From an optimization exercise on the open Yosys and OpenROAD flow, aimed at a short achievable clock period and few clock cycles; shortcuts taken in it are not production practice.
The RTL was checked by simulation tests, not by an equivalence proof against the original design.
No driver is modelled on the clock port, so clocking that relies on it looks cheaper here than on a real chip.
No activity file was given, so power comes from the tool's default toggle rates.

==> flow/design.v <==
package sad_pkg;
  localparam int PixelWidth = 8;
  localparam int SadWidth   = 17;   
  localparam int SAddrWidth = 10;   
  localparam int RAddrWidth = 8;
  typedef logic [PixelWidth-1:0] pixel_t;
  typedef logic [SadWidth-1:0] sad_t;
  typedef logic [SAddrWidth-1:0] saddr_t;
  typedef logic [RAddrWidth-1:0] raddr_t;
endpackage
`timescale 1ns/1ns
module sad_scan_decode #(
  parameter int SImgSize = 19,
  parameter int RImgSize = 4
) (
  input  logic            clk_i,
  input  logic            rst_ni,
  input  logic            start_i,
  output logic            busy_o,
  output logic            finish_o,
  output sad_pkg::saddr_t smem_raddr_o,
  output sad_pkg::raddr_t ref_raddr_o,
  output logic [RImgSize*RImgSize-1:0] ref_wr_o,
  output logic            cand_o,
  output logic            cand_valid_o,
  output logic            cand_first_o,
  output sad_pkg::saddr_t cand_addr_o
);
  localparam int CandNum  = SImgSize - RImgSize + 1;             
  localparam int LastPix  = SImgSize * SImgSize - 1;             
  localparam int LastCand = (CandNum - 1) * (SImgSize + 1);      
  localparam int Lat      = (RImgSize - 1) * SImgSize + RImgSize + 3;   
  logic       accept;
  logic [4:0] cand_x;
  logic [3:0] ref_next;
  assign ref_next = ref_raddr_o[3:0] + 1'b1;   
  assign accept = start_i && !busy_o;
  always_ff @(posedge clk_i) begin
    if (!rst_ni) begin
      busy_o       <= 1'b0;
      finish_o     <= 1'b0;
      smem_raddr_o <= '0;
      ref_raddr_o  <= '0;
      cand_o       <= 1'b0;
    end else begin
      finish_o <= cand_o && (cand_addr_o == sad_pkg::SAddrWidth'(LastCand));
      if (!busy_o) begin
        busy_o       <= start_i;
        smem_raddr_o <= sad_pkg::SAddrWidth'(start_i);
        ref_raddr_o  <= sad_pkg::RAddrWidth'(start_i);
      end else begin
        if (ref_raddr_o != '0) ref_raddr_o <= sad_pkg::RAddrWidth'(ref_next);
        if (finish_o) busy_o <= 1'b0;
        if (smem_raddr_o != '0 && smem_raddr_o != sad_pkg::SAddrWidth'(LastPix)) begin
          smem_raddr_o <= smem_raddr_o + 1'b1;
        end else begin
          smem_raddr_o <= '0;
        end
      end
      if (accept) begin
        cand_o <= 1'b0;
      end else if (busy_o && smem_raddr_o == sad_pkg::SAddrWidth'(Lat - 1)) begin
        cand_o <= 1'b1;
      end else if (cand_o && cand_addr_o == sad_pkg::SAddrWidth'(LastCand)) begin
        cand_o <= 1'b0;
      end
    end
  end
  always_ff @(posedge clk_i) begin
    if (accept) begin
      ref_wr_o    <= 1;
      cand_x      <= '0;
      cand_addr_o <= '0;
    end else begin
      ref_wr_o <= ref_wr_o << 1;
      if (cand_o) begin
        cand_addr_o <= cand_addr_o + 1'b1;
        cand_x      <= (cand_x == 5'(SImgSize - 1)) ? '0 : cand_x + 1'b1;
      end
    end
  end
  assign cand_valid_o = cand_x < 5'(CandNum);
  assign cand_first_o = cand_addr_o == '0;
endmodule
`timescale 1ns/1ns
module sad_pe_array #(
  parameter int SImgSize = 19,
  parameter int RImgSize = 4
) (
  input  logic            clk_i,
  input  logic [RImgSize*RImgSize-1:0] ref_wr_i,
  input  sad_pkg::pixel_t search_pix_i,
  input  sad_pkg::pixel_t ref_pix_i,
  output logic [11:0]     sad_o
);
  localparam int N      = RImgSize * RImgSize;
  localparam int SW     = 12;                     
  localparam int DlyLen = SImgSize - RImgSize;    
  sad_pkg::pixel_t ref_q [N];
  sad_pkg::pixel_t pix_q;
  sad_pkg::pixel_t diff_q [N];
  logic [SW-1:0]   acc_q [N];
  logic [SW-1:0]   dly_q [RImgSize-1][DlyLen];
  function automatic logic [7:0] abs_diff(input logic [7:0] a, input logic [7:0] b);
    abs_diff = (a > b) ? a - b : b - a;
  endfunction
  always_ff @(posedge clk_i) begin
    for (int j = 0; j < N; j++) begin
      if (ref_wr_i[j]) ref_q[j] <= ref_pix_i;
    end
    pix_q <= search_pix_i;
    for (int j = 0; j < N; j++) begin
      diff_q[j] <= abs_diff(pix_q, ref_q[j]);
    end
  end
  for (genvar ry = 0; ry < RImgSize; ry++) begin : g_row
    for (genvar rx = 0; rx < RImgSize; rx++) begin : g_col
      localparam int W = $clog2(255 * (RImgSize * ry + rx + 1) + 1);   
      logic [W-1:0] in_sum;
      if (rx > 0) begin : g_in
        assign in_sum = W'(acc_q[ry*RImgSize+rx-1]);
      end else if (ry > 0) begin : g_dly
        assign in_sum = W'(dly_q[ry-1][DlyLen-1]);
      end else begin : g_zero
        assign in_sum = '0;
      end
      always_ff @(posedge clk_i) begin
        acc_q[ry*RImgSize+rx] <= SW'(in_sum + W'(diff_q[ry*RImgSize+rx]));
      end
    end
    if (ry < RImgSize - 1) begin : g_line
      localparam int LW = $clog2(255 * (RImgSize * ry + RImgSize) + 1);
      always_ff @(posedge clk_i) begin
        dly_q[ry][0] <= SW'(LW'(acc_q[ry*RImgSize+RImgSize-1]));
        for (int i = 1; i < DlyLen; i++) dly_q[ry][i] <= dly_q[ry][i-1];
      end
    end
  end
  assign sad_o = acc_q[N-1];
endmodule
`timescale 1ns/1ns
module sad_min_select (
  input  logic            clk_i,
  input  logic            cand_i,
  input  logic            cand_valid_i,
  input  logic            cand_first_i,
  input  sad_pkg::saddr_t cand_addr_i,
  input  logic [11:0]     sad_i,
  output sad_pkg::sad_t   min_sad_o,
  output sad_pkg::saddr_t min_addr_o
);
  logic [11:0] min_q;
  logic [11:0] min_out_q;
  logic        smaller;
  logic        take;
  assign smaller = cand_valid_i && (cand_first_i || sad_i < min_q);
  assign take    = cand_i && smaller;
  sad_pkg::saddr_t addr_q;
  always_ff @(posedge clk_i) begin
    if (take) begin
      min_q  <= sad_i;
      addr_q <= cand_addr_i;
    end
  end
  always_ff @(posedge clk_i) begin
    min_out_q  <= smaller ? sad_i : min_q;
    min_addr_o <= smaller ? cand_addr_i : addr_q;
  end
  assign min_sad_o = sad_pkg::SadWidth'(min_out_q);
endmodule
`timescale 1ns/1ns
module motion_search_top #(
  parameter int SImgSize = 19,
  parameter int RImgSize = 4,
  parameter int PeNum    = 8
) (
  input  logic   clk_i,
  input  logic   rst_ni,
  input  logic   start_i,
  input  sad_pkg::pixel_t smem_rdata_i,
  input  sad_pkg::pixel_t ref_rdata_i,
  output sad_pkg::saddr_t smem_raddr_o,
  output sad_pkg::raddr_t ref_raddr_o,
  output logic   busy_o,
  output logic   finish_o,
  output sad_pkg::sad_t   min_sad_o,
  output sad_pkg::saddr_t min_addr_o
);
  logic [RImgSize*RImgSize-1:0] ref_wr;
  logic            cand;
  logic            cand_valid;
  logic            cand_first;
  sad_pkg::saddr_t cand_addr;
  logic [11:0]     sad;
  sad_scan_decode #(
    .SImgSize(SImgSize),
    .RImgSize(RImgSize)
  ) i_decode (
    .clk_i       (clk_i),
    .rst_ni      (rst_ni),
    .start_i     (start_i),
    .busy_o      (busy_o),
    .finish_o    (finish_o),
    .smem_raddr_o(smem_raddr_o),
    .ref_raddr_o (ref_raddr_o),
    .ref_wr_o    (ref_wr),
    .cand_o      (cand),
    .cand_valid_o(cand_valid),
    .cand_first_o(cand_first),
    .cand_addr_o (cand_addr)
  );
  sad_pe_array #(
    .SImgSize(SImgSize),
    .RImgSize(RImgSize)
  ) i_execute (
    .clk_i       (clk_i),
    .ref_wr_i    (ref_wr),
    .search_pix_i(smem_rdata_i),
    .ref_pix_i   (ref_rdata_i),
    .sad_o       (sad)
  );
  sad_min_select i_result (
    .clk_i       (clk_i),
    .cand_i      (cand),
    .cand_valid_i(cand_valid),
    .cand_first_i(cand_first),
    .cand_addr_i (cand_addr),
    .sad_i       (sad),
    .min_sad_o   (min_sad_o),
    .min_addr_o  (min_addr_o)
  );
endmodule
Settings: LEC_CHECK=0, ABC_CLOCK_PERIOD_IN_PS=2700, CAP_MARGIN=20, CORE_MARGIN=2, CORE_UTILIZATION=40, CTS_CLUSTER_DIAMETER=100, CTS_CLUSTER_SIZE=30, SLEW_MARGIN=20; clock period 10.0 ns.
standard.sh (not shown) runs the stock make flow with config.mk's settings and CLKGATE_MAP_FILE= SYNTH_SCRIPT=/design/flow/synth_recipe.tcl, a recipe that flattens the netlist after the stock synthesis.
==> flow/flow/run.sh <==
#!/bin/bash
set -euo pipefail
cd "$(dirname "$0")/.."
bash standard.sh \
  BUFFER_PORTS_ARGS="-buffer_cell sky130_fd_sc_hd__buf_4" \
  SETUP_SLACK_MARGIN=7.3 \
  POST_CTS_TCL="$PWD/flow/unroot.tcl" \
  finish > make_flow.log 2>&1
==> flow/flow/unroot.tcl <==
set port_net [get_nets clk_i]
set root_pins [get_pins -of_objects $port_net -filter "direction == input"]
if {[llength $root_pins] == 1} {
  set root [get_cells -of_objects [lindex $root_pins 0]]
  set root_name [get_full_name $root]
  set out_pin [get_pins -of_objects $root -filter "direction == output"]
  set out_net [get_nets -of_objects $out_pin]
  set loads [get_pins -of_objects $out_net -filter "direction == input"]
  puts "unroot: $root_name drives [llength $loads] pins"
  if {[llength $loads] <= 4} {
    foreach p $loads {
      disconnect_pin [get_full_name $out_net] $p
      connect_pin [get_full_name $port_net] $p
    }
    delete_instance $root
    delete_net $out_net
    puts "unroot: removed $root_name"
  }
}
The starting point completed with no timing, DRC or antenna violations.
Testbench counts at the start, summed over its fixed seeds: cycles 23,416.
Rerun with:
CORE_UTILIZATION = 55   (was 40)
Outcome:
- The new run completed with no timing, DRC or antenna violations
- total power increases by 1.0%
- count of clock-buffer cells in the layout decreases by 3
- area after synthesis is unchanged
- final area decreases by 0.97%
- final cell count decreases by 7.2%
- wire length increases by 1.5%
- worst setup slack got worse by 0.0071 ns
- sequential power is about the same
- utilization increases by 16 points

[what the ideal ports hide]
The results above use ideal ports. As a check the final layouts listed here were re-extracted and re-timed, cells and wires unchanged. Step 1: set_driving_cell puts a clkbuf_16 on clk_i and a buf_2 on each other input, an assumption about the parent block. Step 2 adds t to the input delays and takes it off the output delays; t is the mean of the earliest and latest rising clock arrival at the registers after step 1. Input paths then give back, and output paths get back, about the clock's delay inside the block. Slacks: no drivers / after step 1 / after step 2; pairs: no drivers / after step 1.
| run | shift t [ns] | slack for setup (ns) | worst hold slack (ns) | worst data-port slew with drivers (ns) | cell pins on the clock port's net |
|---|---|---|---|---|---|
| the first run | 0.560 | 7.107 / 6.971 / 7.065 | 0.318 / 0.318 / 0.318 | 0.05 | 4 |
| the second run | 0.538 | 7.100 / 6.976 / 6.991 | 0.323 / 0.323 / 0.323 | 0.06 | 4 |
After both steps setup and hold are still met in every run listed. For the second run, which loses most, drivers alone change the setup slack by -0.124 ns; drivers and shift together by -0.109 ns.
